Background: an optimization exercise with open tools, aiming at small area, a short achievable clock period and few clock cycles. Do not read the settings as production practice. Function was checked by simulation only, so behaviour that the tests miss may differ from the original. Power figures rest on the tool's default switching activity, not on a simulated workload. No driver is modelled on the clock port, so clocking that relies on it looks cheaper here than on a real chip.

File: flow/config.mk
export PLATFORM = sky130hd
export DESIGN_NAME = instr_mem_ctrl
export DESIGN_NICKNAME = instr_mem_ctrl
export VERILOG_FILES = /design/flow/design.v
export SDC_FILE = /design/flow/constraint.sdc
export NUM_CORES = 4
export LEC_CHECK = 0
export CAP_MARGIN = 20
export CORE_MARGIN = 2
export CORE_UTILIZATION = 45
export CTS_CLUSTER_DIAMETER = 100
export CTS_CLUSTER_SIZE = 25
export SETUP_SLACK_MARGIN = 3.5
export SLEW_MARGIN = 20
File: flow/constraint.sdc
create_clock -name core_clock -period 6.0 [get_ports {clk}]
set_input_delay 1.2000 -clock core_clock [delete_from_list [all_inputs] [get_ports {clk}]]
set_output_delay 1.2000 -clock core_clock [all_outputs]
set_load 0.01 [all_outputs]
File: flow/design.v
`default_nettype none
module instr_mem_ctrl #(
  parameter int XLEN        = 32,
  parameter int DEPTH       = 64,
  parameter int WAIT_STATES = 1,
  parameter int AW          = $clog2(DEPTH)
) (
  input  logic            clk,
  input  logic            reset,
  input  logic            fetch_req,
  input  logic [31:0]     fetch_addr,
  output logic            fetch_ready,
  output logic            instr_valid,
  output logic [XLEN-1:0] instr,
  output logic            fetch_fault,
  input  logic            prog_we,
  input  logic [31:0]     prog_addr,
  input  logic [XLEN-1:0] prog_data,
  input  logic            prog_inj_err,
  output logic            prog_busy,
  output logic            parity_err
);
  localparam logic [31:0]     c_BYTE_LIMIT = 32'(DEPTH * 4);
  localparam logic [AW-1:0]   c_CLR_LAST   = AW'(DEPTH - 1);
  localparam logic [XLEN-1:0] c_NOP        = XLEN'(32'h0000_0013);
  localparam int PW = 1;
  localparam int MW = XLEN + PW;
  logic          r_busy;
  logic          r_ready;
  logic [AW-1:0] r_clr_cnt;
  logic          w_clr_done;
  assign w_clr_done = r_busy && (r_clr_cnt == c_CLR_LAST);
  always_ff @(posedge clk) begin
    if (reset) begin
      r_busy    <= 1'b1;
      r_ready   <= 1'b0;
      r_clr_cnt <= '0;
    end else begin
      if (w_clr_done) begin
        r_busy  <= 1'b0;
        r_ready <= 1'b1;
      end
      if (r_busy) r_clr_cnt <= r_clr_cnt + AW'(1);
    end
  end
  assign prog_busy   = r_busy;
  assign fetch_ready = r_ready;
  logic            r1_v;
  logic            r1_fault;
  logic            w_fault;
  logic            w_prog_ok;
  logic [7:0]      r1_sel_hi;
  logic [7:0]      r1_sel_lo;
  logic [7:0]      rw_sel_hi;
  logic [7:0]      rw_sel_lo;
  logic [XLEN-1:0] rw_data;
  logic [PW-1:0]   rw_par;
  assign w_fault   = (fetch_addr[1:0] != 2'b00) || (fetch_addr >= c_BYTE_LIMIT);
  assign w_prog_ok = r_ready && prog_we &&
                     (prog_addr[1:0] == 2'b00) && (prog_addr < c_BYTE_LIMIT);
  always_ff @(posedge clk) begin
    r1_v      <= !reset && r_ready && fetch_req;
    r1_fault  <= w_fault;
    r1_sel_hi <= w_fault ? 8'd0 : (8'd1 << fetch_addr[7:5]);
    r1_sel_lo <= 8'd1 << fetch_addr[4:2];
    if (reset) begin
      rw_sel_hi <= 8'hFF;
      rw_sel_lo <= 8'hFF;
      rw_data   <= '0;
    end else begin
      rw_sel_hi <= w_prog_ok ? (8'd1 << prog_addr[7:5]) : 8'd0;
      rw_sel_lo <= 8'd1 << prog_addr[4:2];
      rw_data   <= prog_data;
    end
  end
  always_ff @(posedge clk) rw_par <= reset ? 1'b0 : (^prog_data) ^ prog_inj_err;
  logic [MW-1:0] r_mem [DEPTH];
  logic [MW-1:0] w_wr_word;
  assign w_wr_word = {rw_par, rw_data};
  always_ff @(posedge clk) begin
    for (int i = 0; i < DEPTH; i++)
      if (rw_sel_hi[i / 8] && rw_sel_lo[i % 8]) r_mem[i] <= w_wr_word;
  end
  logic          r2_v;
  logic          r2_fault;
  logic [MW-1:0] r2_word;
  logic [MW-1:0] w_rd_grp [8];
  logic [MW-1:0] w_rd_word;
  for (genvar g = 0; g < 8; g++) begin : g_rd_grp
    assign w_rd_grp[g] =
      ({MW{r1_sel_lo[0]}} & r_mem[8*g+0]) | ({MW{r1_sel_lo[1]}} & r_mem[8*g+1]) |
      ({MW{r1_sel_lo[2]}} & r_mem[8*g+2]) | ({MW{r1_sel_lo[3]}} & r_mem[8*g+3]) |
      ({MW{r1_sel_lo[4]}} & r_mem[8*g+4]) | ({MW{r1_sel_lo[5]}} & r_mem[8*g+5]) |
      ({MW{r1_sel_lo[6]}} & r_mem[8*g+6]) | ({MW{r1_sel_lo[7]}} & r_mem[8*g+7]);
  end
  assign w_rd_word =
    ({MW{r1_sel_hi[0]}} & w_rd_grp[0]) | ({MW{r1_sel_hi[1]}} & w_rd_grp[1]) |
    ({MW{r1_sel_hi[2]}} & w_rd_grp[2]) | ({MW{r1_sel_hi[3]}} & w_rd_grp[3]) |
    ({MW{r1_sel_hi[4]}} & w_rd_grp[4]) | ({MW{r1_sel_hi[5]}} & w_rd_grp[5]) |
    ({MW{r1_sel_hi[6]}} & w_rd_grp[6]) | ({MW{r1_sel_hi[7]}} & w_rd_grp[7]);
  always_ff @(posedge clk) begin
    r2_v     <= !reset && r1_v;
    r2_fault <= r1_fault;
    r2_word  <= w_rd_word;
  end
  always_ff @(posedge clk) begin
    instr_valid <= !reset && r2_v;
    fetch_fault <= r2_fault;
    instr       <= r2_word[XLEN-1:0] | (r2_fault ? c_NOP : '0);
  end
  always_ff @(posedge clk) parity_err <= ^r2_word;
endmodule
`default_nettype wire
File: flow/run.sh
#!/bin/bash
# synth_recipe.tcl (not shown) runs the flow's synth.tcl, then flattens the netlist and writes it again
# the make line also repeats each setting of config.mk as NAME=value (left out here)
make -C /OpenROAD-flow-scripts/flow DESIGN_CONFIG=/design/flow/config.mk WORK_HOME=/design/flow/orfs CLKGATE_MAP_FILE= SYNTH_SCRIPT=/design/flow/synth_recipe.tcl finish
==> impl_metrics.ini, run 1 <==
[critical_path]
startpoint_type = flop
cp-end-kind = flop
ff2ff_path_depth = 5
cp.required_ns = 6.60
max_stage_delay_ns = 0.64
r2r_end = r2_word[26]$_DFF_P_
slowest_stage = a22oi_1
crit_arrival_ns = 3.21
r2r-start = r1_sel_lo[5]$_SDFF_PN0_
ff2ff_setup_slack_ns = 3.39
critPathKind = reg2reg
crit_fanout = 104
crit_path_cell_trace = buf_12 > a22oi_1 > nand4_1 > a22oi_1 > nand4_1

[sta]
final-hold-violation-count = 0
rsz0062_at_grt = no
finalSetupViolCount = 0
fin_worst_skew_ns = 0.0439
max_freq_mhz = 383
setup_tns_ns = 0
drv_slew = 0
tightest_slew_ns = 1.21
finalCriticalPeriod_ns = 2.61
post-route-period-util_pct = 43.5
slew_headroom_pct = 19.2

[synth]
synth_seq_cells = 2257
ys_seq_area_share_pct = 83.0
synth_cell_types = 31
synth_cells = 4277
synth.net_count = 4379
syn-cell-area_mm2 = 0.0799
yosysWarningCount = 3
syn_avg_cell_area_um2 = 18.7

[die]
initial_core_util_pct = 45.3
die_w_um = 425
dieArea_mm2 = 0.181
core_mm2 = 0.176
io_pins = 138
rows = 154
fp.dieH_um = 425

[detailed_routing]
antenna_left = 0
routed_wl_um = 228000
drt_iter0_drc = 6058
drt-vias-per-instance = 6.41
drtPass1Iterations = 6
vias = 43500
drc_errors = 0
post_drt_wl_per_cell_um = 33.6

[power_and_ir_drop]
p_sw_w = 0.00655
peakVddDrop_mv = 0.218
pwr_density_cell_mw_per_mm2 = 331
pwr-share-seq_pct = 66.0
p_total_w = 0.0289
pwr-share-comb_pct = 6.5
intPower_w = 0.0224
leakage_nw = 25.7
swShare_pct = 22.6
power_frac_clock_pct = 27.5

[clocking]
clock_path_buffers = 3
worstSkewPairLatency_ns = 0.77
htreeDepth = 3
cts_buffers = 100
cts_tree = done
clk_pin_slew_worst_paths_ns = 0.10
clock-sinks = 2257
root_buffer = clkbuf_16

[layout]
nFillCells = 14300
multi_input_area_mm2 = 0.0127
drive_gt1_share_pct = 9.33
regArea_mm2 = 0.0665
final_common_cell = edfxtp_1
final_cell_mix = edfxtp_1, a22oi_1, nand4_1
nets = 4472
area_growth_pct = 9.36

[min_path]
hold_end = r2_fault$_DFF_P_
hold_depth = 0
hold_path_startpoint = r1_fault$_DFF_P_
min_path_type = reg2reg

[place]
routabilityCongestion = 0.786
io_buffers = 137
place_hpwl_um = 116000

[grt]
met1_usage_pct = 35.6
grt_max_degree = 120
grt_pass1_wl_um = 316000
track_usage_pct = 24.5
grt_use_met3_pct = 3.71
first_global_vias = 41800
grt.overflow.total = 0
busiest_layer = met2
antenna_found_initial = 4
use_met2_pct = 38.5

[outcome]
status = timing/DRC/antenna clean

[flow_run]
drv_cap = 0
[power groups by stage]
stage,combinational [W],clock [W],sequential [W]
global route,0.00197,0.00855,0.0192
global placement,0.00183,0,0.0194
detailed placement,0.00185,0,0.0194
floorplan,0.000899,0,0.0193
CTS,0.00186,0.00803,0.0191
finish,0.00187,0.00796,0.0191
[kinds of logic (layout without fill, tap and decap cells)]
| logic type | count (synthesis) | count (layout) | share of synthesized area [%] |
|---|---|---|---|
| AOI/OAI and AO/OA | 1199 | 1199 | 11.3 |
| xor gates and xnor gates | 64 | 64 | 0.753 |
| buffers and inverters | 277 | 449 | 1.30 |
| other | 0 | 2 | 0 |
| DFF | 2257 | 2257 | 83.0 |
| and+or+nand+nor | 477 | 477 | 3.63 |
| muxes | 2 | 2 | 0.0313 |
| adders and majority gates | 1 | 1 | 0.0157 |
[layout make-up]
cell class / count / area share [%]
tap: 2340 / 3.35
inverter: 5 / 0.0215
clock buffer: 176 / 3.24
sequential: 2257 / 76.1
clock inverter: 5 / 0.0845
antenna: 2 / 0.00573
multi-input combinational: 1743 / 14.5
timing repair buffer: 263 / 2.75
[worst max-delay path by stage]
stage,startpoint,to,slack (ns),cells after the start
after CTS,r_busy$_SDFFE_PP1P_,prog_busy,3.39,1
final,r1_sel_lo[5]$_SDFF_PN0_,r2_word[26]$_DFF_P_,3.39,5
after global placement,prog_data[18],rw_par$_SDFF_PP0_,2.94,6
after floorplan,prog_data[29],rw_par$_SDFF_PP0_,3.54,5
after global routing,r_ready$_SDFFE_PP0P_,fetch_ready,3.50,1
after detailed placement,prog_data[23],rw_par$_SDFF_PP0_,2.96,6
[per-stage QoR]
stage | worst slack, ns | util, % | hold slack (ns) | cells | instance area, µm²
CTS | 3.39 | 49.5 | 0.336 | 6786 | 87200
detailed placement | 2.96 | 47.9 | 0.313 | 6601 | 84400
floorplan | 3.54 | - | 0.310 | 4277 | 79900
global placement | 2.94 | 47.9 | 0.314 | 6601 | 84400
global route | 3.50 | 49.6 | 0.354 | 6790 | 87400
finish | 3.39 | 49.6 | 0.338 | 6791 | 87400
[routing by layer]
metal  vias up  wire [µm]
met4         0       6590
met2      2342     107000
met3       282      21400
met1     22800      93400
met5         -          0
li1      18100          -
[critical path: cells and delay by family (launching register included)]
kind / cells / cell delay [ns]
buffers and inverters: 1 / 0.29
AO/OA/AOI/OAI: 2 / 1.00
AND/OR/NAND/NOR: 2 / 0.32
flip-flops: 1 / 0.53
[state kept, by name, summed over array words and instances, names as in the netlist]
register,flops
r_clr_cnt,6
r2_v,1
r1_v,1
fetch_fault,1
rw_data,32
rw_sel_hi,8
rw_par,1
rw_sel_lo,8
r2_fault,1
r1_sel_lo,8
instr,32
parity_err,1
r_mem,2112
r1_sel_hi,8
r2_word,33
instr_valid,1
r1_fault,1
r_busy,1
r_ready,1
[cells in the mapped netlist]
library cell	count	area, µm²
xor2_1	8	70.1
or3_1	1	6.26
nor2b_1	36	225
ha_1	1	12.5
clkbuf_1	246	923
a22oi_1	1188	8920
xnor3_1	3	67.6
clkbuf_2	2	10.0
inv_1	5	18.8
nand3_1	5	25.0
nand2_1	23	86.3
dfxtp_1	145	2900
xnor2_1	53	464
a31o_2	3	26.3
o21ai_0	2	10.0
and3_1	2	12.5
nor4_1	15	93.8
nand4_1	301	1880
buf_1	24	90.1
o31ai_1	4	30.0
mux2_4	1	15.0
and3b_1	4	35.0
mux2i_1	1	10.0
or2_2	3	18.8
o21a_1	1	7.51
a21oi_1	1	5.00
nor3b_1	5	37.5
nor3_1	4	20.0
and2_1	65	407
nor2_1	13	48.8
edfxtp_1	2112	63400
[what timing repair did]
item | 4_1_cts | 5_1_grt
setup endpoints to repair | 64 | 13
hold buffers | 0 | 0
gates resized for setup | 170 | 10
buffers inserted | 4 | 3
Testbench counts, summed over its fixed seeds: cycles 12,024.
==> inputs of run 2 (changes only) <==
==> flow/flow/run.sh (new file) <==
#!/bin/bash
set -euo pipefail
export BUFFER_PORTS_ARGS="-buffer_cell sky130_fd_sc_hd__buf_1"
bash standard.sh finish > layout.log 2>&1
==> flow/standard.sh (new file) <==
#!/bin/bash
# synth_recipe.tcl (not shown) runs the flow's synth.tcl, then flattens the netlist and writes it again
# the make line also repeats each setting of config.mk as NAME=value (left out here)
make -C /OpenROAD-flow-scripts/flow DESIGN_CONFIG=/design/flow/config.mk WORK_HOME=/design/flow/orfs CLKGATE_MAP_FILE= SYNTH_SCRIPT=/design/flow/synth_recipe.tcl "${@:-finish}"
--- a/flow/config.mk
+++ b/flow/config.mk
@@ -10,5 +10,5 @@
 export CORE_UTILIZATION = 45
 export CTS_CLUSTER_DIAMETER = 100
-export CTS_CLUSTER_SIZE = 25
+export CTS_CLUSTER_SIZE = 30
 export SETUP_SLACK_MARGIN = 3.5
 export SLEW_MARGIN = 20
removed: flow/run.sh
==> run 2 against run 1 <==
Net effect:
- still clean
- cell area decreased by 1.2%
- clock-buffer cell count decreased by 28
- final cell count decreased by 0.49%
- first-iteration DRC count decreased by 1.9%
- utilization decreased by 0.60 points
- clock power decreased by 6.2%
- global-route usage decreased by 0.29 points
- critical path depth unchanged
- non-clock buffer count decreased by 7
- synthesized cell count unchanged
- via count decreased by 0.63%
- power decreased by 1.9%
- critical endpoint is now r2_word[23]$_DFF_P_
- largest cell class unchanged
- highest routed layer is now met5
==> impl_metrics.ini, run 2 <==
[outcome]
status = timing/DRC/antenna clean

[power_and_ir_drop]
swShare_pct = 22.6
intPower_w = 0.0219
peakVddDrop_mv = 0.245
pwr_density_cell_mw_per_mm2 = 329
leakage_nw = 25.1
pwr-share-seq_pct = 67.3
p_sw_w = 0.00642
pwr-share-comb_pct = 6.3
power_frac_clock_pct = 26.3

[sta]
whs_ns = 0.340
finalCriticalPeriod_ns = 2.60
drv_slew = 0
final-hold-violation-count = 0
tightest_slew_ns = 0.989
fin_worst_skew_ns = 0.0427
finalSetupViolCount = 0
slew_headroom_pct = 33.6
rsz0062_at_grt = yes
post-route-period-util_pct = 43.3
setup_tns_ns = 0
max_freq_mhz = 385

[synth]
synth_edf_count = 2112
syn_avg_cell_area_um2 = 18.7
synth.top_cell.area_share_pct = 79.4
synth_cell_types = 31
synth.most_common_cell = edfxtp_1
synth.net_count = 4379
synthTopCellsByArea = edfxtp_1, a22oi_1, dfxtp_1
synthArstFlopShare_pct = 0
yosys.area.top_type = edfxtp_1
ys_dominant_reg_cell = edfxtp_1
synth_commonest_cells = edfxtp_1, a22oi_1, nand4_1, clkbuf_1, dfxtp_1
ys_seq_area_share_pct = 83.0
syn-cell-area_mm2 = 0.0799
synth_cells = 4277
yosysWarningCount = 3
synth_seq_cells = 2257

[critical_path]
r2r-start = r1_sel_lo[1]$_SDFF_PP0_
critPathKind = reg2reg
r2r_end = r2_word[23]$_DFF_P_
cp-end-kind = flop
cp.required_ns = 6.61
crit_arrival_ns = 3.21
ff2ff_path_depth = 5
crit_fanout = 114
ff2ff_setup_slack_ns = 3.40
startpoint_type = flop

[place]
routabilityCongestion = 0.798
place_hpwl_um = 114000
dp.cells = 6596
io_buffers = 137

[detailed_routing]
drc_errors = 0
vias = 43200
routed_wl_um = 225000
drt-vias-per-instance = 6.40
drtPass1Iterations = 6
post_drt_wl_per_cell_um = 33.2
drt_iter0_drc = 5943
antenna_left = 0

[layout]
area_growth_pct = 8.05
reg_top3 = r_mem (2112), r2_word (33)
nets = 4451
largest_reg_flops = 2112
nFillCells = 14300
final_common_cell = edfxtp_1
instances_no_fill = 6758
final_cell_mix = edfxtp_1, a22oi_1, nand4_1
drive_gt1_share_pct = 7.99
top_register = r_mem

[min_path]
hold_depth = 0
hold_path_startpoint = r1_fault$_DFF_P_
hold_end = r2_fault$_DFF_P_
min_path_type = reg2reg

[die]
die_w_um = 425
io_pins = 138
dieArea_mm2 = 0.181
initial_core_util_pct = 45.3
rows = 154
fp.dieH_um = 425
core_mm2 = 0.176

[grt]
antenna_found_initial = 3
first_global_vias = 41100
grt_pass1_wl_um = 314000
grt_max_degree = 129
track_usage_pct = 24.2
grt.overflow.total = 0

[clocking]
cts_buffers = 86
clock_path_buffers = 3
cts_tree = done
hold_buffers = 0
clock-sinks = 2257
htreeDepth = 3
clk_pin_slew_worst_paths_ns = 0.11
worstSkewPairLatency_ns = 0.75
root_buffer = clkbuf_16

[flow_run]
drv_cap = 0
## run 2: worst max-delay path: stages (launching register included)
cell     delay (ns)
dfxtp_4        0.55
buf_16         0.37
a22oi_1        0.30
nand4_1        0.15
a22oi_1        0.73
nand4_1        0.17
## run 2: power groups by stage
stage          combinational (W)  sequential (W)  clock, W
2_1_floorplan           0.000899          0.0193         0
3_3_place_gp             0.00176          0.0194         0
3_5_place_dp             0.00178          0.0195         0
4_1_cts                  0.00179          0.0191   0.00756
5_1_grt                  0.00191          0.0192   0.00808
6_report                 0.00180          0.0191   0.00747
## run 2: kinds of logic after synthesis
group | share of synthesized area [%]
fa+ha+maj | 0.0157
mux | 0.0313
buf+inv | 1.30
compound gates | 11.3
xor+xnor | 0.753
simple gates | 3.63
flops | 83.0
## run 2: area by class of cell
cell class | count | area [µm²] | area share [%]
Tap cell | 2340 | 2930 | 3.39
Timing Repair Buffer | 256 | 1680 | 1.94
Clock buffer | 148 | 2470 | 2.86
Clock inverter | 8 | 104 | 0.120
Inverter | 5 | 18.8 | 0.0217
Multi-Input combinational cell | 1743 | 12700 | 14.7
Sequential cell | 2257 | 66500 | 77.0
Antenna cell | 1 | 2.50 | 0.00290
## run 2: metal layers
metal  routed length (µm)  global-route usage (%)  up-vias
li1                     -                       -    18000
met1                91700                    35.3    22700
met2               106000                    38.0     2308
met3                20900                    3.75      230
met4                 6140                    6.67        6
met5                   40                       0        -
## run 2: metrics by stage
| step | worst slack (ns) | total power, W | area, µm² | utilization [%] |
|---|---|---|---|---|
| after floorplan | 3.54 | 0.0202 | 79900 | - |
| after global placement | 3.09 | 0.0212 | 83500 | 47.4 |
| after detailed placement | 3.05 | 0.0212 | 83500 | 47.4 |
| after CTS | 3.38 | 0.0284 | 86200 | 48.9 |
| after global routing | 3.41 | 0.0292 | 86300 | 49.0 |
| final | 3.40 | 0.0284 | 86300 | 49.0 |
## run 2: how the worst max path moves through the flow
stage          depth (start not counted)  slack, ns                     from                  end
2_1_floorplan                          5       3.54            prog_data[29]    rw_par$_SDFF_PP0_
3_3_place_gp                           4       3.09                    reset    rw_par$_SDFF_PP0_
3_5_place_dp                           4       3.05                    reset    rw_par$_SDFF_PP0_
4_1_cts                                1       3.38      r_busy$_SDFFE_PP1P_            prog_busy
5_1_grt                                5       3.41  r1_sel_lo[1]$_SDFF_PP0_  r2_word[23]$_DFF_P_
6_report                               5       3.40  r1_sel_lo[1]$_SDFF_PP0_  r2_word[23]$_DFF_P_
## run 2: repair_timing
action                     CTS  global route
resized for setup            8            17
buffers inserted             2             3
setup endpoints to repair   32            24
==> inputs of run 3 (changes only) <==
--- a/flow/design.v
+++ b/flow/design.v
@@ -22,13 +22,14 @@
 );
   localparam logic [31:0]     c_BYTE_LIMIT = 32'(DEPTH * 4);
-  localparam logic [AW-1:0]   c_CLR_LAST   = AW'(DEPTH - 1);
-  localparam logic [XLEN-1:0] c_NOP        = XLEN'(32'h0000_0013);
+    localparam logic [XLEN-1:0] c_NOP        = XLEN'(32'h0000_0013);
   localparam int PW = 1;
   localparam int MW = XLEN + PW;
   logic          r_busy;
   logic          r_ready;
-  logic [AW-1:0] r_clr_cnt;
-  logic          w_clr_done;
-  assign w_clr_done = r_busy && (r_clr_cnt == c_CLR_LAST);
+  logic [AW:0]   r_clr_cnt;
+  logic          w_run;
+  logic          w_clr_last;
+  assign w_run      = r_clr_cnt[AW];
+  assign w_clr_last = (r_clr_cnt == (AW+1)'(DEPTH - 1));
   always_ff @(posedge clk) begin
     if (reset) begin
@@ -37,9 +38,9 @@
       r_clr_cnt <= '0;
     end else begin
-      if (w_clr_done) begin
+      if (w_clr_last) begin
         r_busy  <= 1'b0;
         r_ready <= 1'b1;
       end
-      if (r_busy) r_clr_cnt <= r_clr_cnt + AW'(1);
+      if (!w_run) r_clr_cnt <= r_clr_cnt + (AW+1)'(1);
     end
   end
@@ -57,8 +58,8 @@
   logic [PW-1:0]   rw_par;
   assign w_fault   = (fetch_addr[1:0] != 2'b00) || (fetch_addr >= c_BYTE_LIMIT);
-  assign w_prog_ok = r_ready && prog_we &&
+  assign w_prog_ok = w_run && prog_we &&
                      (prog_addr[1:0] == 2'b00) && (prog_addr < c_BYTE_LIMIT);
   always_ff @(posedge clk) begin
-    r1_v      <= !reset && r_ready && fetch_req;
+    r1_v      <= !reset && w_run && fetch_req;
     r1_fault  <= w_fault;
     r1_sel_hi <= w_fault ? 8'd0 : (8'd1 << fetch_addr[7:5]);
--- a/flow/config.mk
+++ b/flow/config.mk
@@ -11,4 +11,4 @@
 export CTS_CLUSTER_DIAMETER = 100
 export CTS_CLUSTER_SIZE = 30
-export SETUP_SLACK_MARGIN = 3.5
+export SETUP_SLACK_MARGIN = 3.7
 export SLEW_MARGIN = 20
==> run 3 against run 2 <==
Net effect:
- still clean on timing, DRC and antenna
- clock power down 1%
- maximum frequency up 3.6%
- synthesized cell count up 0.12%
- cell area up 0.10%
- setup slack better by 0.089 ns
- critical path depth down 4
- die area about the same
- routed wire length up 8.6%
==> impl_metrics.ini, run 3 <==
[die]
rows = 154
io_pins = 138
fp.dieH_um = 425
initial_core_util_pct = 45.3
core_mm2 = 0.176
die_w_um = 425
dieArea_mm2 = 0.181

[critical_path]
startpoint_type = flop
crit_fanout = 1
critPathKind = reg2out
r2r_end = r2_word[31]$_DFF_P_
ff2ff_setup_slack_ns = 3.60
max_stage_delay_ns = 0.45
slowest_stage = dfxtp_4
crit_buf_inv = 1
cp.depth = 1
crit_path_cell_trace = buf_6
cp-end-kind = primary output
r2r-start = r1_sel_lo[4]$_SDFF_PN0_
crit_family = flip-flops
crit_arrival_ns = 1.31
ff2ff_path_depth = 5
cp.required_ns = 4.80

[sta]
max_freq_mhz = 399
setup_tns_ns = 0
finalCriticalPeriod_ns = 2.51
tightest_slew_ns = 1.11
finalSetupViolCount = 0
drv_slew = 0
final-hold-violation-count = 0
fin_worst_skew_ns = 0.0342
finalWorstSetupSlack_ns = 3.49
slew_headroom_pct = 25.8
rsz0062_at_grt = yes
post-route-period-util_pct = 41.8

[synth]
yosys.area.top_type = edfxtp_1
ys_dominant_reg_cell = edfxtp_1
synth_cell_types = 34
syn_avg_cell_area_um2 = 18.7
synth.most_common_cell = edfxtp_1
syn-cell-area_mm2 = 0.0799
synth.net_count = 4384
synth_edf_count = 2112
synth_seq_cells = 2258
synthTopCellsByArea = edfxtp_1, a22oi_1, dfxtp_1
synth_commonest_cells = edfxtp_1, a22oi_1, nand4_1, clkbuf_1, dfxtp_1
synth_cells = 4282
ys_seq_area_share_pct = 83.0
synthArstFlopShare_pct = 0
yosysWarningCount = 3
synth.top_cell.area_share_pct = 79.3

[detailed_routing]
post_drt_wl_per_cell_um = 36.2
drt_iter0_drc = 7367
vias = 44400
drtPass1Iterations = 6
drt-vias-per-instance = 6.59
routed_wl_um = 244000
drc_errors = 0
antenna_left = 0

[place]
routabilityCongestion = 0.804
place_area_mm2 = 0.0834
place_ws_ns = 2.82
place_hpwl_um = 117000
io_buffers = 137

[power_and_ir_drop]
power_frac_clock_pct = 26.0
p_sw_w = 0.00648
swShare_pct = 22.9
pwr_density_cell_mw_per_mm2 = 328
pwr-share-comb_pct = 6.2
intPower_w = 0.0219
p_total_w = 0.0283
pwr-share-seq_pct = 67.8
leakage_nw = 25.2
peakVddDrop_mv = 0.223

[layout]
area_growth_pct = 8.11
top_register = r_mem
nets = 4430
drive_gt1_share_pct = 8.45
reg_top3 = r_mem (2112), r2_word (33)
final_common_cell = edfxtp_1
final_cell_mix = edfxtp_1, a22oi_1, nand4_1
design_area_mm2 = 0.0864
largest_reg_flops = 2112

[outcome]
status = timing/DRC/antenna clean

[clocking]
clock_path_buffers = 3
htreeDepth = 3
cts_buffers = 85
worstSkewPairLatency_ns = 0.75
clk_pin_slew_worst_paths_ns = 0.11
root_buffer = clkbuf_16
clock-sinks = 2258
cts_tree = done
hold_buffers = 0

[grt]
grt.overflow.total = 0
first_global_vias = 41500
track_usage_pct = 26.1
grt_pass1_wl_um = 332000
grt_max_degree = 126
antenna_found_initial = 5

[min_path]
hold_depth = 0
hold_path_startpoint = r2_word[24]$_DFF_P_
hold_end = instr[24]$_DFF_P_
min_path_type = reg2reg

[flow_run]
drv_cap = 0
## run 3: worst register-to-register path, delay by kind of cell, from the launching register on
kind | cells | cell delay [ns]
simple gates | 2 | 0.42
compound gates | 2 | 1.07
flops | 1 | 0.49
buf+inv | 1 | 0.30
## run 3: final cells by class
class | count | area [µm²]
Tap cell | 2340 | 2930
Sequential cell | 2258 | 66500
Inverter | 5 | 20.0
Antenna cell | 4 | 10.0
Timing Repair Buffer | 231 | 1770
Multi-Input combinational cell | 1747 | 12700
Clock inverter | 3 | 33.8
Fill cell | 14400 | 89900
Clock buffer | 146 | 2400
## run 3: how the worst max path moves through the flow
stage,startpoint,endpoint
finish,instr[10]$_DFF_P_,instr[10]
global route,instr[10]$_DFF_P_,instr[10]
CTS,instr[10]$_DFF_P_,instr[10]
detailed placement,reset,rw_par$_SDFF_PP0_
global placement,reset,rw_par$_SDFF_PP0_
floorplan,prog_data[10],rw_par$_SDFF_PP0_
## run 3: cells by family (layout without fill, tap and decap cells)
family | after synthesis | after routing | synth area share (%)
and+or+nand+nor | 481 | 481 | 3.65
DFF | 2258 | 2258 | 83.0
other | 0 | 4 | 0
xor gates and xnor gates | 64 | 64 | 0.753
buffers and inverters | 277 | 385 | 1.30
adders and majority gates | 1 | 1 | 0.0156
muxes | 2 | 2 | 0.0313
AOI/OAI and AO/OA | 1199 | 1199 | 11.3
## run 3: metal layers
metal | vias to the layer above | global-route usage [%] | routed length (µm)
met5 | - | 0 | 0
met4 | 0 | 7.71 | 6380
met3 | 277 | 3.94 | 25800
met2 | 2791 | 41.0 | 115000
met1 | 23300 | 38.0 | 96300
li1 | 18000 | - | -
## run 3: power groups by stage
stage / clock network [W] / logic, W / registers (W)
floorplan: 0 / 0.000900 / 0.0193
global placement: 0 / 0.00169 / 0.0195
detailed placement: 0 / 0.00171 / 0.0196
CTS: 0.00740 / 0.00174 / 0.0192
global route: 0.00791 / 0.00184 / 0.0193
finish: 0.00736 / 0.00177 / 0.0192
## run 3: metrics by stage
step	util [%]	std cells	hold WS [ns]
4_1_cts	48.9	6725	0.370
3_5_place_dp	47.3	6570	0.361
3_3_place_gp	47.3	6569	0.358
5_1_grt	49.0	6733	0.384
2_1_floorplan	-	4282	0.310
6_report	49.0	6734	0.370
## run 3: repair_timing
action                     4_1_cts  5_1_grt
pin swaps                        0        1
gates resized for setup         70       24
setup endpoints to repair       72       54
hold endpoints to repair         0        0
cloned                           1        2
setup buffers                    5        2
Testbench counts of run 3, summed over its fixed seeds: cycles 12,024.
==> inputs of run 4 (changes only) <==
==> flow/run.sh (new file) <==
#!/bin/bash
# synth_recipe.tcl (not shown) runs the flow's synth.tcl, then flattens the netlist and writes it again
# the make line also repeats each setting of config.mk as NAME=value (left out here)
make -C /OpenROAD-flow-scripts/flow DESIGN_CONFIG=/design/flow/config.mk WORK_HOME=/design/flow/orfs CLKGATE_MAP_FILE= SYNTH_SCRIPT=/design/flow/synth_recipe.tcl finish
removed: flow/flow/run.sh
removed: flow/standard.sh
==> run 4 against run 3 <==
Net effect:
- still clean on timing, DRC and antenna
- cell area grew 0.88%
- largest cell class unchanged
- clock skew is 0.0066 ns lower
- final cell count hardly changed
- maximum frequency fell by 0.13%
- non-clock buffer count fell by 8
- flip-flop and latch count did not move
- critical endpoint unchanged
- routed wire length hardly changed
- clock-buffer cell count up 9
- synthesized cell count is the same
- sequential share of layout area down 0.67 points
- synthesized area is the same
==> impl_metrics.ini, run 4 <==
[power_and_ir_drop]
leakage_nw = 25.5
pwr_density_cell_mw_per_mm2 = 327
p_total_w = 0.0285
peakVddDrop_mv = 0.271

[place]
routabilityCongestion = 0.792
dp.cells = 6562
place_area_mm2 = 0.0842
io_buffers = 137
place_hpwl_um = 113000

[synth]
ys_seq_area_share_pct = 83.0
synth_edf_count = 2112
yosys.area.top_type = edfxtp_1
synth_top_family_by_area = compound AO/OA/AOI/OAI gates
synth_compound_area_share_pct = 11.3
synth.top_cell.area_share_pct = 79.3
synth_xor_xnor_area_share_pct = 0.753
synthTopCellsByArea = edfxtp_1, a22oi_1, dfxtp_1
synth_cells = 4282
synthArstFlopShare_pct = 0
yosysWarningCount = 3
syn_avg_cell_area_um2 = 18.7
synth.most_common_cell = edfxtp_1
synth_seq_cells = 2258
synth.area.mux_share_pct = 0.0313
yosys.area_share.adder_pct = 0.0157
syn-cell-area_mm2 = 0.0799
synth_cell_types = 34
ys_dominant_reg_cell = edfxtp_1
yosys.area_share.simple_pct = 3.65
synth_commonest_cells = edfxtp_1, a22oi_1, nand4_1, clkbuf_1, dfxtp_1
synth.net_count = 4384

[clocking]
clock_path_buffers = 3
hold_buffers = 0
cts_tree = done
clk_pin_slew_worst_paths_ns = 0.11
worstSkewPairLatency_ns = 0.74
htreeDepth = 3
cts_buffers = 85
clock-sinks = 2258
root_buffer = clkbuf_16

[min_path]
min_path_type = reg2reg

[sta]
post-route-period-util_pct = 41.8
finalCriticalPeriod_ns = 2.51
slew_headroom_pct = 27.1
max_freq_mhz = 398
tightest_slew_ns = 1.09
finalSetupViolCount = 0
final-hold-violation-count = 0
setup_tns_ns = 0
fin_worst_skew_ns = 0.0275
drv_slew = 0
rsz0062_at_grt = yes

[layout]
instances_no_fill = 6731
final_cell_mix = edfxtp_1, a22oi_1, nand4_1
nets = 4422
largest_reg_flops = 2112
final_common_cell = edfxtp_1
final_core_util_pct = 49.5
drive_gt1_share_pct = 8.52
area_growth_pct = 9.07
reg_top3 = r_mem (2112), r2_word (33)
top_register = r_mem
nFillCells = 14300
design_area_mm2 = 0.0872

[grt]
grt.overflow.total = 0
first_global_vias = 41600
track_usage_pct = 26.3
antenna_found_initial = 4
grt_pass1_wl_um = 334000
grt_max_degree = 128

[critical_path]
startpoint_type = flop
max_stage_delay_ns = 0.44
crit_buf_inv = 1
cp.required_ns = 4.80
crit_family = flip-flops
crit_fanout = 1
critPathKind = reg2out
slowest_stage = dfxtp_4
crit_path_cell_trace = buf_6
cp-end-kind = primary output
crit_arrival_ns = 1.31

[die]
dieArea_mm2 = 0.181
rows = 154
core_mm2 = 0.176
initial_core_util_pct = 45.3
fp.dieH_um = 425
die_w_um = 425
io_pins = 138

[detailed_routing]
drc_errors = 0
antenna_left = 0
routed_wl_um = 244000
post_drt_wl_per_cell_um = 36.2
drtPass1Iterations = 5
vias = 44500
drt-vias-per-instance = 6.61
drt_iter0_drc = 7334

[flow_run]
drv_cap = 0

[outcome]
status = timing/DRC/antenna clean
## run 4: layer usage
layer | share of wire [%] | vias up | GRT usage (%)
li1 | - | 18000 | -
met1 | 40 | 23400 | 37.8
met2 | 47 | 2805 | 41.7
met3 | 11 | 283 | 4.27
met4 | 2.7 | 0 | 7.17
met5 | 0 | - | 0
## run 4: area by class of cell
type	count	area (µm²)	share of cell area (%)
Tap cell	2340	2930	3.36
Clock buffer	155	2480	2.85
Multi-Input combinational cell	1747	12800	14.7
Sequential cell	2258	66500	76.3
Antenna cell	2	5.00	0.00574
Timing Repair Buffer	223	2410	2.76
Inverter	5	22.5	0.0258
Clock inverter	1	20.0	0.0230
## run 4: cells by family (layout without fill, tap and decap cells)
| kind of cell | after synthesis | in the layout |
|---|---|---|
| XOR/XNOR | 64 | 64 |
| flip-flops | 2258 | 2258 |
| multiplexers | 2 | 2 |
| buffers and inverters | 277 | 384 |
| other | 0 | 2 |
| adder cells (fa/ha/maj) | 1 | 1 |
| AO/OA/AOI/OAI | 1199 | 1199 |
| AND/OR/NAND/NOR | 481 | 481 |
## run 4: stage by stage
step | hold WS (ns) | worst slack, ns
2_1_floorplan | 0.310 | 3.55
3_3_place_gp | 0.359 | 2.89
3_5_place_dp | 0.359 | 2.90
4_1_cts | 0.374 | 3.43
5_1_grt | 0.379 | 3.48
6_report | 0.374 | 3.49
## run 4: worst reg2reg max path: stages, from the launching register on
cell and delay [ns]:
dfxtp_4 0.52, buf_16 0.32, a22oi_1 0.64, nand4_1 0.31
a22oi_1 0.35, nand4_1 0.13
## run 4: path summary, 6_finish.rpt
path | start | end | slack (ns) | cells after the start
max | instr[10]$_DFF_P_ | instr[10] | 3.49 | 1
min reg2reg | r2_word[20]$_DFF_P_ | instr[20]$_DFF_P_ | 0.37 | 0
min | r2_word[20]$_DFF_P_ | instr[20]$_DFF_P_ | 0.37 | 0
max reg2reg | r1_sel_lo[7]$_SDFF_PN0_ | r2_word[18]$_DFF_P_ | 3.61 | 5
## run 4: repair_timing
item | 4_1_cts | 5_1_grt
resized for setup | 192 | 45
buffers inserted | 3 | 2
endpoints found under the setup margin | 71 | 84
pin swaps | 0 | 11
gates cloned | 3 | 1
## run 4: power breakdown
group	internal, W	switching [W]	leakage [nW]
clock	0.00287	0.00457	1.19
combinational	0.000500	0.00137	4.46
sequential	0.0186	0.000547	19.9
total	0.0220	0.00649	25.5
==> inputs of run 5 (changes only) <==
==> flow/flow/run.sh (new file) <==
#!/bin/bash
set -euo pipefail
export BUFFER_PORTS_ARGS="-buffer_cell sky130_fd_sc_hd__buf_1"
bash standard.sh place > layout_place.log 2>&1
PLACE_ODB="$PWD/orfs/results/$FLOW_PLATFORM/instr_mem_ctrl/base/3_place.odb" \
  openroad -no_init -exit flow/move_out_flops.tcl > move_out_flops.log 2>&1
bash standard.sh finish > layout_finish.log 2>&1
==> flow/flow/move_out_flops.tcl (new file) <==
# Moves each flip-flop that drives an output port's buffer next to that
# buffer, makes that buffer a buf_4, then legalizes the placement. Reads and rewrites the placed design
# given by $::env(PLACE_ODB).
read_db $::env(PLACE_ODB)
set block [ord::get_db_block]
set out_buf sky130_fd_sc_hd__buf_4
set moved 0
foreach bterm [$block getBTerms] {
  if {[$bterm getIoType] != "OUTPUT"} { continue }
  set net [$bterm getNet]
  set buf ""
  foreach it [$net getITerms] { if {[$it isOutputSignal]} { set buf [$it getInst] } }
  if {$buf == ""} { continue }
  set in_net ""
  foreach it [$buf getITerms] { if {[$it isInputSignal]} { set in_net [$it getNet] } }
  if {$in_net == ""} { continue }
  set ff ""
  foreach it [$in_net getITerms] {
    if {[$it isOutputSignal] && [string match "*df*" [[[$it getInst] getMaster] getName]]} { set ff [$it getInst] }
  }
  if {$ff == ""} { continue }
  # only when the flop drives nothing but this buffer
  if {[llength [$in_net getITerms]] != 2} { continue }
  set loc [$buf getLocation]
  puts "move [$ff getName] from [$ff getLocation] to $loc"
  $ff setLocation [lindex $loc 0] [lindex $loc 1]
  incr moved
  # a stronger output buffer than the buffer_ports default
  if {[[$buf getMaster] getName] != $out_buf} {
    $buf swapMaster [[ord::get_db] findMaster $out_buf]
  }
}
puts "moved $moved flip-flops"
detailed_placement
check_placement -verbose
write_db $::env(PLACE_ODB)
==> flow/standard.sh (new file) <==
#!/bin/bash
# synth_recipe.tcl (not shown) runs the flow's synth.tcl, then flattens the netlist and writes it again
# the make line also repeats each setting of config.mk as NAME=value (left out here)
make -C /OpenROAD-flow-scripts/flow DESIGN_CONFIG=/design/flow/config.mk WORK_HOME=/design/flow/orfs CLKGATE_MAP_FILE= SYNTH_SCRIPT=/design/flow/synth_recipe.tcl "${@:-finish}"
removed: flow/run.sh
==> run 5 against run 4 <==
Net effect:
- routed wire length about the same
- still clean
- synthesized cell count unchanged
- non-clock buffer count up 8
- global-route usage down 0.084 points
- power down 0.30%
- maximum frequency up 3.7%
- utilization down 0.33 points
- critical path depth unchanged
- clock power about the same
- clock skew up 0.017 ns
==> impl_metrics.ini, run 5 <==
[synth]
synthArstFlopShare_pct = 0
yosys.area_share.adder_pct = 0.0157
synth_xor_xnor_area_share_pct = 0.753
synth.net_count = 4384
yosys.area.top_type = edfxtp_1
synthTopCellsByArea = edfxtp_1, a22oi_1, dfxtp_1
synth_edf_count = 2112
synth.top_cell.area_share_pct = 79.3
synth_top_family_by_area = compound AO/OA/AOI/OAI gates
yosysWarningCount = 3
ys_seq_area_share_pct = 83.0
yosys.area_share.simple_pct = 3.65
synth.most_common_cell = edfxtp_1
synth_compound_area_share_pct = 11.3
synth_commonest_cells = edfxtp_1, a22oi_1, nand4_1, clkbuf_1, dfxtp_1
synth.area.mux_share_pct = 0.0313
ys_dominant_reg_cell = edfxtp_1
synth_cell_types = 34
synth_cells = 4282
syn-cell-area_mm2 = 0.0799
synth_seq_cells = 2258
syn_avg_cell_area_um2 = 18.7

[grt]
grt.overflow.total = 0
first_global_vias = 41600
grt_max_degree = 126
track_usage_pct = 26.2
antenna_found_initial = 7
grt_pass1_wl_um = 333000

[critical_path]
crit_buf_inv = 1
ff2ff_setup_slack_ns = 3.60
setup.worst_path.start = r_busy$_SDFFE_PP1N_
slowest_stage = dfxtp_2
ff2ff_path_depth = 5
crit_arrival_ns = 1.22
startpoint_type = flop
cp.required_ns = 4.80
max_stage_delay_ns = 0.35
crit_fanout = 2
crit_path_cell_trace = buf_6
cp.depth = 1
cp-end-kind = primary output
crit_family = flip-flops
critPathKind = reg2out
r2r-start = r1_sel_lo[6]$_SDFF_PN0_

[detailed_routing]
vias = 44400
drt-vias-per-instance = 6.59
drtPass1Iterations = 5
drc_errors = 0
post_drt_wl_per_cell_um = 36.2
antenna_left = 0
drt_iter0_drc = 7261
routed_wl_um = 244000

[layout]
final_common_cell = edfxtp_1
largest_reg_flops = 2112
nets = 4430
nFillCells = 14400
instances_no_fill = 6740
area_growth_pct = 8.35
reg_top3 = r_mem (2112), r2_word (33)
top_register = r_mem
drive_gt1_share_pct = 9.05
final_cell_mix = edfxtp_1, a22oi_1, nand4_1

[clocking]
hold_buffers = 0
cts_buffers = 85
cts_tree = done
clock-sinks = 2258
root_buffer = clkbuf_16
htreeDepth = 3
clock_path_buffers = 3
clk_pin_slew_worst_paths_ns = 0.11
worstSkewPairLatency_ns = 0.77

[die]
core_mm2 = 0.176
initial_core_util_pct = 45.3
die_w_um = 425
dieArea_mm2 = 0.181
io_pins = 138
rows = 154
fp.dieH_um = 425

[flow_run]
drv_cap = 0

[place]
place_hpwl_um = 117000
io_buffers = 137
routabilityCongestion = 0.804
dp.cells = 6570

[sta]
final-hold-violation-count = 0
finalCriticalPeriod_ns = 2.42
slew_headroom_pct = 27.0
fin_worst_skew_ns = 0.0444
finalSetupViolCount = 0
max_freq_mhz = 413
tightest_slew_ns = 1.10
post-route-period-util_pct = 40.3
rsz0062_at_grt = yes
drv_slew = 0
setup_tns_ns = 0

[power_and_ir_drop]
peakVddDrop_mv = 0.196
leakage_nw = 25.2
pwr_density_cell_mw_per_mm2 = 328

[min_path]
min_path_type = reg2reg
hold_depth = 0
hold_path_startpoint = r2_word[8]$_DFF_P_

[outcome]
status = timing/DRC/antenna clean
[run 5: layer usage]
metal,vias up,global-route usage (%),wire length [µm]
met2,2685,40.9,114000
met3,298,4.45,25400
met4,0,8.08,7560
met1,23500,37.8,96700
met5,-,0,0
li1,18000,-,-
[run 5: repair_timing]
action / in CTS / in global routing
buffers inserted: 5 / 3
pin swaps: 0 / 2
setup endpoints to repair: 72 / 69
cloned: 1 / 1
gates resized for setup: 85 / 11
[run 5: final timing paths]
path / endpoint
setup reg to reg: r2_word[31]$_DFF_P_
hold reg to reg: instr[8]$_DFF_P_
hold / removal: instr[8]$_DFF_P_
setup / recovery: prog_busy
[run 5: power breakdown]
group / leakage, nW / internal [W] / switching, W
Sequential: 19.9 / 0.0186 / 0.000591
Clock: 1.18 / 0.00281 / 0.00460
Combinational: 4.14 / 0.000455 / 0.00132
[run 5: cell families (layout without fill, tap and decap cells)]
logic type | after synthesis | in the layout
mux | 2 | 2
flops | 2258 | 2258
buf+inv | 277 | 393
fa+ha+maj | 1 | 1
simple gates | 481 | 481
other cells | 0 | 2
compound gates | 1199 | 1199
xor+xnor | 64 | 64
[run 5: area by class of cell]
cell class	instances	area, µm²	share of cell area, %
Antenna cell	2	5.00	0.00578
Clock buffer	149	2410	2.78
Clock inverter	8	70.1	0.0809
Inverter	5	20.0	0.0231
Multi-Input combinational cell	1747	12700	14.7
Sequential cell	2258	66500	76.8
Tap cell	2340	2930	3.38
Timing Repair Buffer	231	1900	2.19
[run 5: through the flow]
stage	util (%)	instance area, µm²	setup slack, ns	power, W	hold slack, ns
2_1_floorplan	-	80000	3.55	0.0202	0.310
3_3_place_gp	47.3	83400	2.82	0.0212	0.358
3_5_place_dp	47.3	83400	2.82	0.0213	0.361
4_1_cts	49.0	86400	3.54	0.0284	0.388
5_1_grt	49.1	86600	3.55	0.0291	0.391
6_report	49.1	86600	3.58	0.0284	0.389
==> inputs of run 6 (changes only) <==
--- a/flow/config.mk
+++ b/flow/config.mk
@@ -11,4 +11,4 @@
 export CTS_CLUSTER_DIAMETER = 100
 export CTS_CLUSTER_SIZE = 30
-export SETUP_SLACK_MARGIN = 3.7
+export SETUP_SLACK_MARGIN = 3.85
 export SLEW_MARGIN = 20
==> run 6 against run 5 <==
Net effect:
- first-iteration DRC count rose by 9.4%
- clock-buffer cell count up 1
- still clean on timing, DRC and antenna
- routed wire length up 2.6%
- register-to-register slack improved by 0.13 ns
- flip-flop and latch count unchanged
- largest power group unchanged
- setup slack lost 0.0086 ns
- worst hold slack better by 0.0049 ns
- sequential power about the same
==> impl_metrics.ini, run 6 <==
[clocking]
clock_path_buffers = 3
clock-sinks = 2258
cts_tree = done
hold_buffers = 0
htreeDepth = 3
root_buffer = clkbuf_16
cts_buffers = 85
worstSkewPairLatency_ns = 0.75
clk_pin_slew_worst_paths_ns = 0.11

[layout]
reg_top3 = r_mem (2112), r2_word (33)
largest_reg_flops = 2112
final_cell_mix = edfxtp_1, a22oi_1, nand4_1
final_common_cell = edfxtp_1
top_register = r_mem
area_growth_pct = 9.23
design_area_mm2 = 0.0873
drive_gt1_share_pct = 10.1
nets = 4461

[detailed_routing]
vias = 45200
drt_iter0_drc = 7944
routed_wl_um = 250000
drc_errors = 0
drtPass1Iterations = 5
antenna_left = 0
post_drt_wl_per_cell_um = 36.9
drt-vias-per-instance = 6.66

[sta]
final-hold-violation-count = 0
drv_slew = 0
finalSetupViolCount = 0
tightest_slew_ns = 1.13
finalWorstSetupSlack_ns = 3.57
max_freq_mhz = 412
whs_ns = 0.394
finalCriticalPeriod_ns = 2.43
rsz0062_at_grt = yes
fin_worst_skew_ns = 0.0255
post-route-period-util_pct = 40.5
setup_tns_ns = 0
slew_headroom_pct = 24.3

[grt]
track_usage_pct = 26.7
grt.overflow.total = 0
antenna_found_initial = 5
first_global_vias = 42300
grt_max_degree = 103
grt_pass1_wl_um = 339000

[place]
place_area_mm2 = 0.0835
place_hpwl_um = 120000
io_buffers = 137
place_ws_ns = 2.77
routabilityCongestion = 0.810

[critical_path]
crit_arrival_ns = 1.23
cp.required_ns = 4.80
ff2ff_path_depth = 5
crit_family = flip-flops
ff2ff_setup_slack_ns = 3.73
crit_path_cell_trace = buf_6
crit_buf_inv = 1
slowest_stage = dfxtp_2
crit_fanout = 2
critPathKind = reg2out
startpoint_type = flop
r2r-start = r1_sel_lo[4]$_SDFF_PN0_
max_stage_delay_ns = 0.37
r2r_end = r2_word[22]$_DFF_P_
cp-end-kind = primary output

[die]
die_w_um = 425
fp.dieH_um = 425
core_mm2 = 0.176
io_pins = 138
dieArea_mm2 = 0.181
initial_core_util_pct = 45.3
rows = 154

[synth]
ys_dominant_reg_cell = edfxtp_1
yosys.area_share.adder_pct = 0.0157
synth_xor_xnor_area_share_pct = 0.753
syn_avg_cell_area_um2 = 18.7
synth.area.mux_share_pct = 0.0313
synthTopCellsByArea = edfxtp_1, a22oi_1, dfxtp_1
yosysWarningCount = 3
synthArstFlopShare_pct = 0
synth_edf_count = 2112
synth_cells = 4282
synth.most_common_cell = edfxtp_1
yosys.area.top_type = edfxtp_1
ys_seq_area_share_pct = 83.0
synth.net_count = 4384
syn-cell-area_mm2 = 0.0799
synth_commonest_cells = edfxtp_1, a22oi_1, nand4_1, clkbuf_1, dfxtp_1
synth_compound_area_share_pct = 11.3
synth.top_cell.area_share_pct = 79.3
synth_seq_cells = 2258
synth_cell_types = 34
synth_top_family_by_area = compound AO/OA/AOI/OAI gates
yosys.area_share.simple_pct = 3.65

[outcome]
status = timing/DRC/antenna clean

[min_path]
hold_end = instr[21]$_DFF_P_
hold_path_startpoint = r2_word[21]$_DFF_P_
hold_depth = 0
min_path_type = reg2reg

[power_and_ir_drop]
peakVddDrop_mv = 0.188
pwr_density_cell_mw_per_mm2 = 326
leakage_nw = 25.5

[flow_run]
drv_cap = 0
[run 6: kinds of logic after synthesis]
kind of cell / Yosys count
adder cells (fa/ha/maj): 1
buffers and inverters: 277
AND/OR/NAND/NOR: 481
XOR/XNOR: 64
multiplexers: 2
flip-flops: 2258
AO/OA/AOI/OAI: 1199
[run 6: per-stage QoR]
stage               instances  total power, W  util (%)
global route             6779          0.0291      49.5
global placement         6585          0.0212      47.4
detailed placement       6585          0.0213      47.4
floorplan                4282          0.0202         -
finish                   6782          0.0285      49.5
CTS                      6755          0.0284      49.3
[run 6: layout make-up]
type                    instances  area, µm²
fillers                     14300      89000
flip-flops and latches       2258      66500
clock inverters                 7       71.3
inverters                       5       20.0
multi-input cells            1747      12800
repair buffers                262       2460
well taps                    2340       2930
clock buffers                 150       2410
diodes                         13       32.5
[run 6: timing repair]
action	CTS	global route
pin swaps	2	5
gates resized for setup	121	31
setup endpoints to repair	282	174
setup buffers	9	8
cloned	4	5
[run 6: per-layer routing]
metal / wire length [µm] / GRT usage [%] / vias up
li1: - / - / 18100
met1: 98800 / 38.3 / 23900
met2: 119000 / 42.8 / 2909
met3: 25300 / 4.08 / 300
met4: 6960 / 7.42 / 0
met5: 0 / 0 / -
[run 6: how the worst max path moves through the flow]
stage | from | end | slack, ns | depth (start not counted)
after floorplan | prog_data[10] | rw_par$_SDFF_PP0_ | 3.55 | 5
after global placement | reset | rw_par$_SDFF_PP0_ | 2.85 | 4
after detailed placement | reset | rw_par$_SDFF_PP0_ | 2.77 | 4
after CTS | r_busy$_SDFFE_PP1N_ | prog_busy | 3.53 | 1
after global routing | r_busy$_SDFFE_PP1N_ | prog_busy | 3.55 | 1
final | r_busy$_SDFFE_PP1N_ | prog_busy | 3.57 | 1
[run 6: where the power goes]
group          leakage, nW  switching (W)  internal [W]  total, W
clock network         1.18        0.00461       0.00281   0.00742
logic                 4.43        0.00135      0.000484   0.00183
registers             19.9       0.000606        0.0186    0.0192
==> inputs of run 7 (changes only) <==
--- a/flow/flow/run.sh
+++ b/flow/flow/run.sh
@@ -2,4 +2,5 @@
 set -euo pipefail
 export BUFFER_PORTS_ARGS="-buffer_cell sky130_fd_sc_hd__buf_1"
+export CTS_ARGS="-sink_clustering_enable -repair_clock_nets -sink_clustering_size 30 -sink_clustering_max_diameter 100 -dont_use_dummy_load"
 bash standard.sh place > layout_place.log 2>&1
 PLACE_ODB="$PWD/orfs/results/$FLOW_PLATFORM/instr_mem_ctrl/base/3_place.odb" \
==> run 7 against run 6 <==
Net effect:
- still clean
- combinational power is essentially flat
- synthesized area unchanged
- register-to-register slack is essentially flat
==> impl_metrics.ini, run 7 <==
[grt]
track_usage_pct = 26.7
busiest_layer = met2
grt_use_met3_pct = 3.98
antenna_found_initial = 4
grt.overflow.total = 0
use_met2_pct = 42.6
first_global_vias = 42200
met1_usage_pct = 38.3
grt_pass1_wl_um = 339000
grt_max_degree = 103

[synth]
synthArstFlopShare_pct = 0
synth_commonest_cells = edfxtp_1, a22oi_1, nand4_1, clkbuf_1, dfxtp_1
syn-cell-area_mm2 = 0.0799
synthTopCellsByArea = edfxtp_1, a22oi_1, dfxtp_1
syn_avg_cell_area_um2 = 18.7
synth_seq_cells = 2258
ys_dominant_reg_cell = edfxtp_1
yosys.area.top_type = edfxtp_1
synth_edf_count = 2112
ys_seq_area_share_pct = 83.0
synth.most_common_cell = edfxtp_1
synth.net_count = 4384
synth_cells = 4282
synth_cell_types = 34
synth.top_cell.area_share_pct = 79.3
yosysWarningCount = 3

[clocking]
hold_buffers = 0
clock_path_buffers = 3
cts_buffers = 85
clock-sinks = 2258
root_buffer = clkbuf_16
worstSkewPairLatency_ns = 0.74
clk_pin_slew_worst_paths_ns = 0.11
htreeDepth = 3
cts_tree = done

[die]
initial_core_util_pct = 45.3
dieArea_mm2 = 0.181
core_mm2 = 0.176
die_w_um = 425
fp.dieH_um = 425
io_pins = 138
rows = 154

[sta]
tightest_slew_ns = 1.13
finalSetupViolCount = 0
post-route-period-util_pct = 40.3
slew_headroom_pct = 24.7
finalCriticalPeriod_ns = 2.42
setup_tns_ns = 0
max_freq_mhz = 414
drv_slew = 0
fin_worst_skew_ns = 0.0431
final-hold-violation-count = 0
rsz0062_at_grt = yes

[outcome]
status = timing/DRC/antenna clean

[flow_run]
drv_cap = 0

[critical_path]
r2r-start = r1_sel_lo[4]$_SDFF_PN0_
crit_arrival_ns = 1.22
cp-end-kind = primary output
crit_buf_inv = 1
critPathKind = reg2out
r2r_end = r2_word[22]$_DFF_P_
ff2ff_path_depth = 5
ff2ff_setup_slack_ns = 3.72
crit_path_cell_trace = buf_6
startpoint_type = flop
cp.required_ns = 4.80
slowest_stage = dfxtp_2
crit_fanout = 2
max_stage_delay_ns = 0.37
crit_family = flip-flops

[layout]
nFillCells = 14300
final_common_cell = edfxtp_1
final_core_util_pct = 49.3
reg_top3 = r_mem (2112), r2_word (33)
final_cell_mix = edfxtp_1, a22oi_1, nand4_1
drive_gt1_share_pct = 9.99
nets = 4459
area_growth_pct = 8.74
top_register = r_mem
largest_reg_flops = 2112
instances_no_fill = 6706

[min_path]
min_path_type = reg2reg
hold_path_startpoint = r2_word[20]$_DFF_P_
hold_end = instr[20]$_DFF_P_
hold_depth = 0

[detailed_routing]
drtPass1Iterations = 6
vias = 44900
antenna_left = 0
drt_iter0_drc = 7799
drt-vias-per-instance = 6.70
routed_wl_um = 250000
drc_errors = 0
post_drt_wl_per_cell_um = 37.2

[place]
dp.cells = 6585
routabilityCongestion = 0.810
place_hpwl_um = 120000
io_buffers = 137

[power_and_ir_drop]
peakVddDrop_mv = 0.184
pwr_density_cell_mw_per_mm2 = 323
leakage_nw = 25.3
run 7: cell types whose count changed in the layout (fill, tap and decap cells not counted), moves of 2 or more:
cell / previous run / this run
clkbuf_1: 63 / 0
inv_6: 5 / 0
buf_4: 70 / 68
diode_2: 13 / 11
clkbuf_16: 94 / 92
run 7: power breakdown:
| part | internal [W] | switching [W] | total, W | leakage (nW) |
|---|---|---|---|---|
| Sequential | 0.0186 | 0.000609 | 0.0192 | 19.9 |
| Combinational | 0.000482 | 0.00134 | 0.00182 | 4.41 |
| Clock | 0.00257 | 0.00443 | 0.00700 | 1.05 |
| Total | 0.0217 | 0.00638 | 0.0280 | 25.3 |
run 7: kinds of logic (layout without fill, tap and decap cells):
family / count (synthesis) / count (layout) / share of synthesized area (%)
AO/OA/AOI/OAI: 1199 / 1199 / 11.3
XOR/XNOR: 64 / 64 / 0.753
adder cells (fa/ha/maj): 1 / 1 / 0.0156
buffers and inverters: 277 / 350 / 1.30
flip-flops: 2258 / 2258 / 83.0
multiplexers: 2 / 2 / 0.0313
other: 0 / 11 / 0
AND/OR/NAND/NOR: 481 / 481 / 3.65
run 7: what timing repair did:
| action | in CTS | in global routing |
|---|---|---|
| pin swaps | 1 | 3 |
| endpoints found under the setup margin | 284 | 136 |
| gates resized for setup | 124 | 22 |
| gates cloned | 4 | 5 |
| setup buffers | 9 | 7 |
run 7: through the flow:
step	power, W	hold slack, ns	instance area [µm²]	setup slack [ns]
2_1_floorplan	0.0202	0.310	80000	3.55
3_3_place_gp	0.0212	0.385	83500	2.85
3_5_place_dp	0.0213	0.386	83500	2.77
4_1_cts	0.0280	0.401	86500	3.54
5_1_grt	0.0287	0.400	86900	3.56
6_report	0.0280	0.396	86900	3.58
run 7: worst max path at each step:
stage	cells past startpoint	to	from
final	1	prog_busy	r_busy$_SDFFE_PP1N_
after global routing	1	prog_busy	r_busy$_SDFFE_PP1N_
after CTS	1	prog_busy	r_busy$_SDFFE_PP1N_
after detailed placement	4	rw_par$_SDFF_PP0_	reset
after global placement	4	rw_par$_SDFF_PP0_	reset
after floorplan	5	rw_par$_SDFF_PP0_	prog_data[10]
run 7: final cells by class:
class                   count  area [µm²]  area share [%]
diodes                     11        27.5          0.0317
clock buffers              85        2130            2.45
inverters                   5        20.0          0.0230
multi-input cells        1747       12800            14.8
flip-flops and latches   2258       66500            76.6
well taps                2340        2930            3.37
repair buffers            260        2440            2.80
run 7: routing by layer:
layer  up-vias  share of wire, %
met3       285                10
met4         0               2.6
li1      18000                 -
met1     23600                39
met5         -                 0
met2      3028                48
==> inputs of run 8 (changes only) <==
--- a/flow/config.mk
+++ b/flow/config.mk
@@ -11,4 +11,4 @@
 export CTS_CLUSTER_DIAMETER = 100
 export CTS_CLUSTER_SIZE = 30
-export SETUP_SLACK_MARGIN = 3.85
+export SETUP_SLACK_MARGIN = 4.0
 export SLEW_MARGIN = 20
==> run 8 against run 7 <==
Net effect:
- still clean
- synthesized cell count did not move
- cell area rose by 2.3%
- utilization rose by 1.2 points
- die area did not move
- clock power rose by 0.6%
- final cell count rose by 1.1%
- clock-buffer cell count did not move
- largest cell class unchanged
==> impl_metrics.ini, run 8 <==
[critical_path]
slowest_stage = dfxtp_2
crit_family = flip-flops
crit_fanout = 2
ff2ff_setup_slack_ns = 3.86
crit_path_cell_trace = buf_6
critPathKind = reg2out
r2r_end = r2_word[22]$_DFF_P_
startpoint_type = flop
cp.required_ns = 4.80
ff2ff_path_depth = 6
max_stage_delay_ns = 0.35
crit_buf_inv = 1
r2r-start = r1_sel_lo[1]$_SDFF_PP0_
crit_arrival_ns = 1.19
cp-end-kind = primary output

[synth]
ys_seq_area_share_pct = 83.0
synth.net_count = 4384
yosys.area.top_type = edfxtp_1
synth.most_common_cell = edfxtp_1
synthArstFlopShare_pct = 0
syn_avg_cell_area_um2 = 18.7
ys_dominant_reg_cell = edfxtp_1
synth_cells = 4282
synth_edf_count = 2112
synth_seq_cells = 2258
syn-cell-area_mm2 = 0.0799
synth.top_cell.area_share_pct = 79.3
synth_cell_types = 34
synth_commonest_cells = edfxtp_1, a22oi_1, nand4_1, clkbuf_1, dfxtp_1
yosysWarningCount = 3
synthTopCellsByArea = edfxtp_1, a22oi_1, dfxtp_1

[detailed_routing]
drt-vias-per-instance = 6.72
antenna_left = 0
drtPass1Iterations = 6
post_drt_wl_per_cell_um = 37.9
routed_wl_um = 257000
vias = 45500
drt_iter0_drc = 7843
drc_errors = 0

[clocking]
hold_buffers = 0
htreeDepth = 3
cts_buffers = 85
clock_path_buffers = 3
cts_tree = done
worstSkewPairLatency_ns = 0.74
clock-sinks = 2258
clk_pin_slew_worst_paths_ns = 0.11
root_buffer = clkbuf_16

[sta]
finalCriticalPeriod_ns = 2.39
whs_ns = 0.340
tightest_slew_ns = 1.08
post-route-period-util_pct = 39.9
finalWorstSetupSlack_ns = 3.61
slew_headroom_pct = 27.7
setup_tns_ns = 0
fin_worst_skew_ns = 0.0715
rsz0062_at_grt = yes
drv_slew = 0
finalSetupViolCount = 0
max_freq_mhz = 418
final-hold-violation-count = 0

[grt]
grt_max_degree = 119
grt.overflow.total = 0
antenna_found_initial = 11
grt_pass1_wl_um = 336000
track_usage_pct = 26.4
first_global_vias = 42200

[layout]
area_growth_pct = 11.3
instances_no_fill = 6777
final_cell_mix = edfxtp_1, a22oi_1, nand4_1
top_register = r_mem
drive_gt1_share_pct = 14.7
final_common_cell = edfxtp_1
nets = 4539
largest_reg_flops = 2112
reg_top3 = r_mem (2112), r2_word (33)

[power_and_ir_drop]
p_sw_w = 0.00650
pwr-share-seq_pct = 68.0
peakVddDrop_mv = 0.209
p_total_w = 0.0282
pwr-share-comb_pct = 7.1
swShare_pct = 23.0
leakage_nw = 26.1
power_frac_clock_pct = 24.9
pwr_density_cell_mw_per_mm2 = 318
intPower_w = 0.0217

[place]
place_hpwl_um = 117000
dp.cells = 6573
io_buffers = 137
place_ws_ns = 2.82
routabilityCongestion = 0.810

[min_path]
hold_depth = 0
hold_end = r2_fault$_DFF_P_
min_path_type = reg2reg
hold_path_startpoint = r1_fault$_DFF_P_

[die]
rows = 154
fp.dieH_um = 425
core_mm2 = 0.176
io_pins = 138
initial_core_util_pct = 45.3
die_w_um = 425
dieArea_mm2 = 0.181

[outcome]
status = timing/DRC/antenna clean

[flow_run]
drv_cap = 0
==> run 8: cell type report <==
type / instances / area [µm²]
fill: 14100 / 87300
sequential: 2258 / 66600
multi-input combinational: 1748 / 13500
timing repair buffer: 339 / 3760
tap: 2340 / 2930
clock buffer: 85 / 2130
inverter: 5 / 22.5
antenna: 2 / 5.00
==> run 8: stage by stage <==
step	util, %	area, µm²
detailed placement	47.4	83500
floorplan	-	80100
global placement	47.4	83500
finish	50.5	89000
CTS	49.5	87200
global route	50.5	89000
==> run 8: worst max-delay path by stage <==
stage	cells past startpoint	start	end	slack, ns
finish	1	r_busy$_SDFFE_PP1N_	prog_busy	3.61
global placement	4	reset	rw_par$_SDFF_PP0_	2.83
CTS	1	parity_err$_DFF_P_	parity_err	3.56
detailed placement	4	reset	rw_par$_SDFF_PP0_	2.82
global route	1	r_busy$_SDFFE_PP1N_	prog_busy	3.57
floorplan	5	prog_data[10]	rw_par$_SDFF_PP0_	3.55
==> run 8: cell families after synthesis <==
logic type | Yosys count | share of synthesized area (%)
DFF | 2258 | 83.0
AOI/OAI and AO/OA | 1199 | 11.3
and+or+nand+nor | 481 | 3.65
buffers and inverters | 277 | 1.30
xor gates and xnor gates | 64 | 0.753
muxes | 2 | 0.0313
adders and majority gates | 1 | 0.0156
==> run 8: timing repair <==
action,in CTS,in global routing
pin swaps,14,92
cloned,12,27
resized for setup,169,169
endpoints found under the setup margin,462,546
setup buffers,34,43
==> run 8: power groups by stage <==
| stage | Clock (W) | Sequential (W) | Combinational (W) |
|---|---|---|---|
| after detailed placement | 0 | 0.0196 | 0.00171 |
| after global routing | 0.00752 | 0.0193 | 0.00207 |
| after CTS | 0.00703 | 0.0192 | 0.00184 |
| after floorplan | 0 | 0.0193 | 0.000902 |
| after global placement | 0 | 0.0195 | 0.00170 |
| final | 0.00704 | 0.0192 | 0.00201 |
==> run 8: layer usage <==
layer / track usage, % / wire length, µm / vias to the layer above
li1: - / - / 18100
met1: 37.6 / 99500 / 24000
met2: 42.7 / 123000 / 3093
met3: 3.97 / 28300 / 281
met4: 6.75 / 6440 / 2
met5: 0.0794 / 12 / -

==> static timing again, ports no longer ideal <==
How much do the figures lean on ideal ports? The routed layouts below were timed once more, with nothing changed but the port constraints.
Step 1, drivers: a clkbuf_16 drives clk and a buf_2 each remaining input, both assumed.
Step 2 moves the port delays by t, midway between the first and last clock arrival at a register: inputs arrive t later, outputs are due t later. That takes back most of the time a late clock gives input paths.
Three values: ideal ports, drivers, drivers and shift; two values: the first two.
run | shift t [ns] | slack for setup (ns) | hold WS [ns] | slew at the worst register clock pin (ns)
run 1 | 0.839 | 3.388 / 3.388 / 2.921 | 0.338 / 0.338 / 0.338 | 0.11 / 0.11
run 2 | 0.822 | 3.404 / 3.404 / 3.056 | 0.340 / 0.340 / 0.340 | 0.12 / 0.12
run 3 | 0.818 | 3.494 / 3.406 / 3.140 | 0.369 / 0.369 / 0.369 | 0.12 / 0.12
run 4 | 0.820 | 3.490 / 3.399 / 2.975 | 0.374 / 0.374 / 0.374 | 0.12 / 0.12
run 5 | 0.817 | 3.579 / 3.507 / 3.126 | 0.389 / 0.389 / 0.389 | 0.12 / 0.12
run 6 | 0.826 | 3.571 / 3.485 / 3.214 | 0.394 / 0.394 / 0.394 | 0.12 / 0.12
run 7 | 0.806 | 3.584 / 3.500 / 3.229 | 0.396 / 0.396 / 0.396 | 0.12 / 0.12
run 8 | 0.792 | 3.605 / 3.523 / 3.305 | 0.340 / 0.340 / 0.340 | 0.12 / 0.12
After both steps every run listed still meets setup and hold. For run 4, which loses most, drivers alone change the setup slack by -0.091 ns; drivers and shift together by -0.515 ns.
